Source: an optimization exercise on an open RTL-to-GDS flow (aim: a short achievable clock period and few clock cycles). Production flows keep margins and buffers that such runs may drop. The RTL was checked by simulation tests, not by an equivalence proof against the original design.

==> design/flow/design.v <==
`default_nettype none
package core_pkg;
    typedef enum logic [6:0] {
        OPC_OP     = 7'b0110011,
        OPC_OP_IMM = 7'b0010011,
        OPC_LOAD   = 7'b0000011,
        OPC_STORE  = 7'b0100011,
        OPC_BRANCH = 7'b1100011,
        OPC_JAL    = 7'b1101111,
        OPC_LUI    = 7'b0110111
    } opcode_e;
    typedef enum logic [2:0] {
        ALU_ADD = 3'b000,
        ALU_SUB = 3'b001,
        ALU_AND = 3'b010,
        ALU_OR  = 3'b011,
        ALU_XOR = 3'b100,
        ALU_SLT = 3'b101
    } alu_op_e;
    typedef enum logic [2:0] {
        IMM_I = 3'b000,
        IMM_S = 3'b001,
        IMM_B = 3'b010,
        IMM_J = 3'b011,
        IMM_U = 3'b100
    } imm_sel_e;
    typedef enum logic [1:0] {
        RES_ALU = 2'b00,
        RES_MEM = 2'b01,
        RES_PC4 = 2'b10,
        RES_IMM = 2'b11
    } result_sel_e;
    typedef struct packed {
        logic zero;
        logic negative;
        logic carry;
        logic overflow;
    } alu_flags_t;
endpackage
`default_nettype wire
`default_nettype none
module alu (
    input  wire logic [32-1:0] a_i,
    input  wire logic [32-1:0] b_i,
    input  wire logic             sub_i,     
    input  wire logic [1:0]       lsel_i,    
    input  wire logic             arith_i,   
    input  wire logic             slt_i,     
    output logic [32-1:0]      result_o,
    output logic                  eq_o,
    output logic                  lt_o
);
    logic [32-1:0] b_eff;
    logic [32-1:0] sum;
    logic [32-1:0] lres;
    assign b_eff = sub_i ? ~b_i : b_i;
    assign sum   = a_i + b_eff + {{(32-1){1'b0}}, sub_i};
    assign lt_o = (a_i[32-1] ^ b_i[32-1]) ? a_i[32-1] : sum[32-1];
    assign eq_o = (a_i == b_i);
    always_comb begin
        case (lsel_i)
            2'd0:    lres = a_i ^ b_i;
            2'd1:    lres = a_i | b_i;
            default: lres = a_i & b_i;
        endcase
    end
    always_comb begin
        if (slt_i)        result_o = {{(32-1){1'b0}}, lt_o};
        else if (arith_i) result_o = sum;
        else              result_o = lres;
    end
endmodule
`default_nettype wire
`default_nettype none
module register_file (
    input  wire logic             clk,
    input  wire logic             arst_n_i,
    input  wire logic [4:0]       rs1_addr_i,
    input  wire logic [4:0]       rs2_addr_i,
    input  wire logic [4:0]       rd_addr_i,
    input  wire logic             rd_we_i,
    input  wire logic [32-1:0] rd_data_i,
    output logic [32-1:0]      rs1_data_o,
    output logic [32-1:0]      rs2_data_o
);
    logic [32-1:0] regs [32];
    always_ff @(posedge clk or negedge arst_n_i) begin
        if (!arst_n_i) begin
            for (int i = 0; i < 32; i++) begin
                regs[i] <= '0;
            end
        end else if (rd_we_i && (rd_addr_i != 5'd0)) begin
            regs[rd_addr_i] <= rd_data_i;
        end
    end
    assign rs1_data_o = regs[rs1_addr_i];
    assign rs2_data_o = regs[rs2_addr_i];
endmodule
`default_nettype wire
`default_nettype none
module risc_core (
    input  wire logic             clk,
    input  wire logic             arst_n_i,
    output logic [32-1:0]      pc_o,
    input  wire logic [32-1:0] instr_i,
    output logic [32-1:0]      dmem_addr_o,
    output logic [32-1:0]      dmem_wdata_o,
    output logic                  dmem_we_o,
    input  wire logic [32-1:0] dmem_rdata_i,
    output logic                  rf_we_o,
    output logic [4:0]            rf_waddr_o,
    output logic [32-1:0]      rf_wdata_o
);
    localparam int BTB_N  = 16;
    localparam int BTB_IW = 4;      
    localparam int BTB_TW = 10;     
    logic [32-1:0] pc_q;
    logic             id_valid;
    logic [31:0]      id_ir;
    logic [32-1:0] id_pc;
    logic [32-1:0] id_pnext;     
    logic             id_hit;
    logic             id_ptaken;
    logic [1:0]       id_ctr;
    logic             ex_valid;
    logic [32-1:0] ex_a, ex_b, ex_sd;
    logic             ex_fa1, ex_fa2, ex_fb1, ex_fb2, ex_fs1, ex_fs2;
    logic             ex_sub, ex_arith, ex_slt;
    logic [1:0]       ex_lsel;
    logic [4:0]       ex_rd;
    logic             ex_wr, ex_ld, ex_st;
    logic             ex_jal, ex_beq, ex_bne, ex_blt, ex_isbr;
    logic [32-1:0] ex_tgt, ex_pc4, ex_pnext, ex_pc;
    logic             ex_hit;
    logic [1:0]       ex_ctr;
    logic             mem_valid;
    logic [32-1:0] mem_res, mem_sd;
    logic [4:0]       mem_rd;
    logic             mem_wr, mem_ld, mem_st;
    logic             wb_we;
    logic [4:0]       wb_rd;
    logic [32-1:0] wb_data;
    logic               btb_v   [BTB_N];
    logic [BTB_TW-1:0]  btb_tag [BTB_N];
    logic [32-1:2]   btb_tgt [BTB_N];
    logic [1:0]         btb_ctr [BTB_N];
    logic [BTB_IW-1:0] f_idx;
    logic              f_hit;
    logic              f_ptaken;
    logic [32-1:0]  f_pc4;
    logic [32-1:0]  f_pnext;
    assign pc_o     = pc_q;
    assign f_idx    = pc_q[BTB_IW+1:2];
    assign f_hit    = btb_v[f_idx] && (btb_tag[f_idx] == pc_q[BTB_TW+BTB_IW+1:BTB_IW+2]);
    assign f_ptaken = f_hit && btb_ctr[f_idx][1];
    assign f_pc4    = pc_q + 32'd4;
    assign f_pnext  = f_ptaken ? {btb_tgt[f_idx], 2'b00} : f_pc4;
    logic [6:0]  d_opc;
    logic [2:0]  d_f3;
    logic [4:0]  d_rd, d_rs1, d_rs2;
    logic        d_op, d_opi, d_ld, d_st, d_br, d_jal, d_lui;
    logic        d_fn_ok;
    logic        d_use1, d_use2, d_wr;
    logic [32-1:0] d_imm_i, d_imm_s, d_imm_b, d_imm_j, d_imm_u;
    logic [32-1:0] d_imm, d_boff;
    logic [32-1:0] d_tgt, d_pc4;
    logic [32-1:0] rf_rs1, rf_rs2;
    logic [32-1:0] d_rs1v, d_rs2v;
    logic [32-1:0] d_a, d_b;
    logic        d_stall;
    logic        d_redirect;
    logic        d_sub, d_arith, d_slt;
    logic [1:0]  d_lsel;
    assign d_opc = id_ir[6:0];
    assign d_f3  = id_ir[14:12];
    assign d_rd  = id_ir[11:7];
    assign d_rs1 = id_ir[19:15];
    assign d_rs2 = id_ir[24:20];
    assign d_op  = (d_opc == 7'b0110011);
    assign d_opi = (d_opc == 7'b0010011);
    assign d_ld  = (d_opc == 7'b0000011) && (d_f3 == 3'b010);
    assign d_st  = (d_opc == 7'b0100011) && (d_f3 == 3'b010);
    assign d_br  = (d_opc == 7'b1100011);
    assign d_jal = (d_opc == 7'b1101111);
    assign d_lui = (d_opc == 7'b0110111);
    assign d_fn_ok = (d_f3 == 3'b000) || (d_f3 == 3'b010) || (d_f3 == 3'b100) ||
                     (d_f3 == 3'b110) || (d_f3 == 3'b111);
    assign d_use1 = (d_op || d_opi || d_ld || d_st || d_br) && (d_rs1 != 5'd0);
    assign d_use2 = (d_op || d_st || d_br) && (d_rs2 != 5'd0);
    assign d_wr   = (((d_op || d_opi) && d_fn_ok) || d_ld || d_jal || d_lui) && (d_rd != 5'd0);
    assign d_imm_i = {{20{id_ir[31]}}, id_ir[31:20]};
    assign d_imm_s = {{20{id_ir[31]}}, id_ir[31:25], id_ir[11:7]};
    assign d_imm_b = {{20{id_ir[31]}}, id_ir[7], id_ir[30:25], id_ir[11:8], 1'b0};
    assign d_imm_j = {{12{id_ir[31]}}, id_ir[19:12], id_ir[20], id_ir[30:21], 1'b0};
    assign d_imm_u = {id_ir[31:12], 12'h000};
    assign d_imm  = d_lui ? d_imm_u : (d_st ? d_imm_s : d_imm_i);
    assign d_boff = d_jal ? d_imm_j : d_imm_b;
    assign d_tgt  = id_pc + d_boff;
    assign d_pc4  = id_pc + 32'd4;
    register_file i_register_file (
        .clk        (clk),
        .arst_n_i   (arst_n_i),
        .rs1_addr_i (d_rs1),
        .rs2_addr_i (d_rs2),
        .rd_addr_i  (wb_rd),
        .rd_we_i    (wb_we),
        .rd_data_i  (wb_data),
        .rs1_data_o (rf_rs1),
        .rs2_data_o (rf_rs2)
    );
    assign d_rs1v = (wb_we && (wb_rd == d_rs1)) ? wb_data : rf_rs1;
    assign d_rs2v = (wb_we && (wb_rd == d_rs2)) ? wb_data : rf_rs2;
    assign d_a = d_use1 ? d_rs1v : '0;
    always_comb begin
        if (d_op || d_br)  d_b = d_use2 ? d_rs2v : '0;
        else if (d_jal)    d_b = d_pc4;
        else               d_b = d_imm;
    end
    assign d_sub   = (d_op && d_f3 == 3'b000 && id_ir[30]) || ((d_op || d_opi) && d_f3 == 3'b010) || d_br;
    assign d_slt   = (d_op || d_opi) && (d_f3 == 3'b010);
    assign d_arith = !(d_op || d_opi) || (d_f3 == 3'b000);
    always_comb begin
        case (d_f3)
            3'b100:  d_lsel = 2'd0;
            3'b110:  d_lsel = 2'd1;
            default: d_lsel = 2'd2;
        endcase
    end
    assign d_stall = id_valid && ex_valid && ex_ld && ex_wr &&
                     ((d_use1 && d_rs1 == ex_rd) || (d_use2 && d_rs2 == ex_rd));
    assign d_redirect = id_valid && !id_ptaken && (d_jal || (d_br && id_ir[31]));
    logic [32-1:0] e_a, e_b, e_sd;
    logic [32-1:0] e_res;
    logic             e_eq, e_lt;
    logic             e_taken;
    logic             e_mispred;
    logic [32-1:0] e_next;
    always_comb begin
        if (ex_fa1)      e_a = mem_res;
        else if (ex_fa2) e_a = wb_data;
        else             e_a = ex_a;
        if (ex_fb1)      e_b = mem_res;
        else if (ex_fb2) e_b = wb_data;
        else             e_b = ex_b;
        if (ex_fs1)      e_sd = mem_res;
        else if (ex_fs2) e_sd = wb_data;
        else             e_sd = ex_sd;
    end
    alu i_alu (
        .a_i      (e_a),
        .b_i      (e_b),
        .sub_i    (ex_sub),
        .lsel_i   (ex_lsel),
        .arith_i  (ex_arith),
        .slt_i    (ex_slt),
        .result_o (e_res),
        .eq_o     (e_eq),
        .lt_o     (e_lt)
    );
    assign e_taken   = ex_jal || (ex_beq && e_eq) || (ex_bne && !e_eq) || (ex_blt && e_lt);
    assign e_mispred = ex_valid && (e_taken ? (ex_pnext != ex_tgt) : (ex_pnext != ex_pc4));
    assign e_next    = e_taken ? ex_tgt : ex_pc4;
    assign dmem_addr_o  = mem_res;
    assign dmem_wdata_o = mem_sd;
    assign dmem_we_o    = mem_valid && mem_st;
    assign rf_we_o    = wb_we;
    assign rf_waddr_o = wb_rd;
    assign rf_wdata_o = wb_data;
    always_ff @(posedge clk or negedge arst_n_i) begin
        if (!arst_n_i) begin
            pc_q      <= 32'h0000_0000;
            id_valid  <= 1'b0;
            ex_valid  <= 1'b0;
            mem_valid <= 1'b0;
            wb_we     <= 1'b0;
        end else begin
            if (e_mispred) begin
                pc_q     <= e_next;
                id_valid <= 1'b0;
            end else if (d_stall) begin
                pc_q     <= pc_q;
            end else if (d_redirect) begin
                pc_q     <= d_tgt;
                id_valid <= 1'b0;
            end else begin
                pc_q     <= f_pnext;
                id_valid <= 1'b1;
            end
            ex_valid  <= id_valid && !d_stall && !e_mispred;
            mem_valid <= ex_valid;
            wb_we     <= mem_valid && mem_wr;
        end
    end
    always_ff @(posedge clk) begin
        if (!d_stall || e_mispred) begin
            id_ir    <= instr_i;
            id_pc    <= pc_q;
            id_pnext <= f_pnext;
            id_hit   <= f_hit;
            id_ptaken <= f_ptaken;
            id_ctr   <= btb_ctr[f_idx];
        end
        ex_a    <= d_a;
        ex_b    <= d_b;
        ex_sd   <= d_use2 ? d_rs2v : '0;
        ex_fa1  <= d_use1 && ex_valid && ex_wr && (ex_rd == d_rs1);
        ex_fa2  <= d_use1 && mem_valid && mem_wr && (mem_rd == d_rs1);
        ex_fb1  <= (d_op || d_br) && d_use2 && ex_valid && ex_wr && (ex_rd == d_rs2);
        ex_fb2  <= (d_op || d_br) && d_use2 && mem_valid && mem_wr && (mem_rd == d_rs2);
        ex_fs1  <= d_use2 && ex_valid && ex_wr && (ex_rd == d_rs2);
        ex_fs2  <= d_use2 && mem_valid && mem_wr && (mem_rd == d_rs2);
        ex_sub   <= d_sub;
        ex_arith <= d_arith;
        ex_slt   <= d_slt;
        ex_lsel  <= d_lsel;
        ex_rd    <= d_rd;
        ex_wr    <= d_wr;
        ex_ld    <= d_ld;
        ex_st    <= d_st;
        ex_jal   <= d_jal;
        ex_isbr  <= d_br;
        ex_beq   <= d_br && (d_f3 == 3'b000);
        ex_bne   <= d_br && (d_f3 == 3'b001);
        ex_blt   <= d_br && (d_f3 == 3'b100);
        ex_tgt   <= d_tgt;
        ex_pc4   <= d_pc4;
        ex_pnext <= d_redirect ? d_tgt : id_pnext;
        ex_pc    <= id_pc;
        ex_hit   <= id_hit;
        ex_ctr   <= id_ctr;
        mem_res <= e_res;
        mem_sd  <= e_sd;
        mem_rd  <= ex_rd;
        mem_wr  <= ex_wr;
        mem_ld  <= ex_ld;
        mem_st  <= ex_st;
        wb_rd   <= mem_rd;
        wb_data <= mem_ld ? dmem_rdata_i : mem_res;
    end
    logic [BTB_IW-1:0] u_idx;
    assign u_idx = ex_pc[BTB_IW+1:2];
    always_ff @(posedge clk or negedge arst_n_i) begin
        if (!arst_n_i) begin
            for (int i = 0; i < BTB_N; i++) begin
                btb_v[i] <= 1'b0;
            end
        end else if (ex_valid) begin
            if (ex_jal || ex_isbr) begin
                if (e_taken) btb_v[u_idx] <= 1'b1;
            end else if (ex_hit) begin
                btb_v[u_idx] <= 1'b0;
            end
        end
    end
    always_ff @(posedge clk) begin
        if (ex_valid && (ex_jal || ex_isbr)) begin
            if (e_taken) begin
                btb_tag[u_idx] <= ex_pc[BTB_TW+BTB_IW+1:BTB_IW+2];
                btb_tgt[u_idx] <= ex_tgt[32-1:2];
                btb_ctr[u_idx] <= !ex_hit ? 2'd3 : (ex_ctr == 2'd3 ? 2'd3 : ex_ctr + 2'd1);
            end else if (ex_hit) begin
                btb_ctr[u_idx] <= (ex_ctr == 2'd0) ? 2'd0 : ex_ctr - 2'd1;
            end
        end
    end
endmodule
`default_nettype wire
==> design/flow/run.sh <==
#!/bin/bash
# synth_recipe.tcl (not shown) runs the flow's synth.tcl, then flattens the netlist and writes it again
# the make line also repeats each setting of config.mk as NAME=value (left out here)
make -C /OpenROAD-flow-scripts/flow DESIGN_CONFIG=/design/flow/config.mk WORK_HOME=/design/flow/orfs CLKGATE_MAP_FILE= SYNTH_SCRIPT=/design/flow/synth_recipe.tcl finish
==> design/flow/config.mk <==
export PLATFORM = sky130hd
export DESIGN_NAME = risc_core
export DESIGN_NICKNAME = risc_core
export VERILOG_FILES = /design/flow/design.v
export SDC_FILE = /design/flow/constraint.sdc
export NUM_CORES = 4
export LEC_CHECK = 0
export ABC_CLOCK_PERIOD_IN_PS = 3000
export CAP_MARGIN = 20
export CORE_MARGIN = 2
export CORE_UTILIZATION = 40
export SETUP_SLACK_MARGIN = 5
export SLEW_MARGIN = 20
==> design/flow/constraint.sdc <==
create_clock -name core_clock -period 11.0 [get_ports {clk}]
set_input_delay 2.2000 -clock core_clock [delete_from_list [all_inputs] [get_ports {clk}]]
set_output_delay 2.2000 -clock core_clock [all_outputs]
set_load 0.01 [all_outputs]
==> flow_metrics.tcl <==
set metrics [dict create \
    outcome "complete, no violations" \
    hp-class "register to register" \
    place_inst 10600 \
    r2r_cells 17 \
    total_power_mw 21.40 \
    core_um2 245900 \
    pre_cts_ws_ps 4184 \
    grt_max_degree 167 \
    finClkSkew_ps 91.25 \
    cp-end-kind "register" \
    drcViolationCount 0 \
    setup_violations 0 \
    min_to "mem_st" \
    yosysWarningCount 5 \
    cts_hold_buffers 0 \
    root_buffer "clkbuf_16" \
    worstMarginPinSlew_ps 1383 \
    wl_mm 413.7 \
    fp.dieH_um 501.1 \
    via_count 75150 \
    slew_violations 0 \
    start_util_pct 40.20 \
    netlist_area_um2 98860 \
    clk_pin_slew_ps 60 \
    syn_inst 7584 \
    hold_path_depth 0 \
    yosysMostFrequentCell "dfrtp_1" \
    wl_per_cell_um 37.39 \
    synthFlopType "dfrtp_1" \
    p_leak_nw 45.75 \
    clockBufferDepth 3 \
    ios 201 \
    drive_gt1_share_pct 25.61 \
    overflow 0 \
    yosysUniqueCellTypes 85 \
    layout.nets 7804 \
    fill_cells 21900 \
    drt_iter0_drc 12890 \
    async_flop_share_pct 48.40 \
    vias_per_cell 6.791 \
    rsz0062_at_grt "no" \
    area_growth_pct 14.07 \
    grt_pass1_wl_mm 572.9 \
    worstPathRequired_ps 11570 \
    period_share_pct 52.29 \
    synth_top_area_share_pct 26.43 \
    clk_latency_ps 920 \
    r2r_start "ex_fa1" \
    antenna_found_initial 34 \
    drtPass1Iterations 10 \
    power.density_nw_per_um2 189.8 \
    numPortBuffers 200 \
    clock_sinks 2157 \
    grt_pass1_vias 72520 \
    synth_area_leaders "dfrtp_1 26%, edfxtp_1 23%, mux2_2 12%" \
    yosys.area.top_type "dfrtp_1" \
    arrival_ps 6320 \
    cts_max_level 4 \
    ant_nets 0 \
    dieArea_um2 251100 \
    criticalPathCategory "register to register" \
    reg2reg_setup_slack_ps 5250 \
    critPathLaunch "ex_fa1" \
    hpwl_mm 237.8 \
    synth_nets 7781 \
    start_kind "register" \
    row_count 182 \
    cts_tree "yes" \
    clock.fmax_mhz 173.9 \
    synth-edff-count 772 \
    final-hold-violation-count 0 \
    utilization_pct 45.85 \
    ir_drop_v 0.0002034 \
    worst_slew_margin_rel_pct 7.784 \
    gp_congestion 0.9630 \
    holdCritStartpoint "ex_st" \
    period_minus_slack_ps 5751 \
    die_x_um 501.1 \
    synth_commonest_cells "1044 x dfrtp_1, 1040 x mux2_2, 772 x edfxtp_1" \
    stdcell_count 11070 \
    grt_usage_pct 32.24 \
    crit_fanout 75 \
    fin_setup_tns_ps 0 \
    synth-seq-cells 2157 \
    maxCapViolCount 0 \
    fin_ws_ps 5249 \
    numCtsBuffers 219 \
    syn_area_per_cell_um2 13.03 \
    ys_seq_area_share_pct 56.78 \
    reg2reg_to "id_ir[16]" \
]
==> sequential cells by signal, indices dropped and copies added, names as in the netlist, 31 cells and up <==
| signal | flops |
|---|---|
| i_register_file.regs | 992 |
| btb_tgt | 480 |
| btb_tag | 160 |
| btb_ctr | 32 |
| ex_a | 32 |
| ex_b | 32 |
| ex_pnext | 32 |
| ex_sd | 32 |
| id_ir | 32 |
| id_pc | 32 |
| id_pnext | 32 |
| mem_res | 32 |
| mem_sd | 32 |
| pc_q | 32 |
| wb_data | 32 |
| ex_tgt | 31 |
==> metal layers <==
layer | part of all wire, % | GRT usage, % | wire length [µm] | vias up
li1 | - | - | - | 29210
met2 | 41 | 45.38 | 169300 | 5900
met4 | 9.0 | 23.02 | 37040 | 18
met5 | 0.087 | 0.8682 | 360 | -
met3 | 14 | 12.65 | 57350 | 1933
met1 | 36 | 40.15 | 149700 | 38090
==> metrics by stage <==
step / hold slack [ps] / cell area, µm²
after CTS: 326.6 / 112500
after global routing: 348.3 / 112700
after global placement: 310.4 / 105000
after detailed placement: 312.1 / 105100
after floorplan: 309.6 / 98870
final: 327.1 / 112800
==> worst max path at each step <==
stage,to,slack [ps]
after floorplan,btb_tag[15][0],4730
after global placement,id_ir[21],4220
after detailed placement,id_ir[17],4180
after CTS,id_pnext[12],5020
after global routing,id_pnext[12],5060
final,id_ir[16],5250
==> repair_timing <==
item	in CTS	in global routing
setup endpoints to repair	740	643
pin swaps	0	1
resized for setup	10	8
endpoints found under the hold margin	0	0
cloned	0	1
buffers inserted	0	1
==> cell usage in the layout (no fill, tap or decap), types with 107 or more instances in the layout <==
master,synthesis,final
clkdlybuf4s50_1,0,199
a22oi_1,416,416
edfxtp_1,772,772
a22o_1,243,243
nand3_1,212,210
nand4_1,107,107
a221oi_1,281,280
mux2i_1,173,173
mux4_2,208,208
buf_4,0,211
a21oi_1,246,238
clkbuf_16,0,222
dfxtp_1,341,329
mux2_2,1040,1040
o21ai_0,193,192
nor2_1,378,288
xnor2_1,151,151
inv_1,139,139
ha_1,129,129
dfrtp_1,1044,1040
nand2_1,300,290
==> report_power, final <==
part           switching [mW]  internal, mW
sequential              0.960          9.07
combinational            2.11          1.53
clock                    3.35          4.38
total                    6.43          15.0
==> worst max-delay path, cell delays in order (launching register included) <==
cell      delay [ps]
dfxtp_2          310
buf_4            570
o21ai_0          370
ha_1             440
a21oi_1          180
o21bai_1          80
a21oi_1          190
o21ai_0          120
a221o_1          350
a31oi_4          320
or3_4            220
nand4_4          170
mux2_4           350
or4_4            460
o21ai_4          160
buf_6            400
nand2b_4         250
buf_16           290
==> kinds of logic after synthesis <==
kind of cell,Yosys count,share of synthesized area [%]
compound gates,1646,12.30
xor+xnor,226,2.002
simple gates,1228,5.787
fa+ha+maj,132,1.683
buf+inv,767,3.001
mux,1428,18.45
flops,2157,56.78
==> final cells by class <==
class / count / area (µm²) / area share [%]
Multi-Input combinational cell: 4661 / 40630 / 36.03
Timing Repair Buffer: 426 / 3854 / 3.417
Clock inverter: 92 / 1114 / 0.9875
Inverter: 142 / 533.0 / 0.4727
Tap cell: 3220 / 4029 / 3.573
Antenna cell: 50 / 125.1 / 0.1110
Sequential cell: 2157 / 56160 / 49.80
Clock buffer: 317 / 6325 / 5.609
Testbench counts, summed over its fixed seeds: cycles 55,939.

port drivers added, routing unchanged:
The flow's constraints put no driver on any port. The routed layout listed below was extracted and timed again, unchanged, in two steps.
Step 1 (the two cells are an assumption about what drives the block):
set clk [get_ports {clk}]
set_driving_cell -lib_cell sky130_fd_sc_hd__clkbuf_16 $clk
set_driving_cell -lib_cell sky130_fd_sc_hd__buf_2 [delete_from_list [all_inputs] $clk]
Step 2, shift: input delay + t, output delay - t, t = (earliest + latest rising clock arrival at the registers) / 2. This alone moves slack from input paths to output paths.
a / b / c = ideal ports / drivers / drivers and shift; a / b = the first two.
shift t [ns]: 0.964
setup slack, ns: 5.249 / 5.249 / 5.249
hold slack, ns: 0.327 / 0.327 / 0.327
worst register clock-pin slew, ns: 0.07 / 0.07
pins driven straight from the clock port: 1
After both steps setup and hold are still met in this run. The setup slack of this run moves by 0.000 ns with the drivers and by 0.000 ns with both steps.
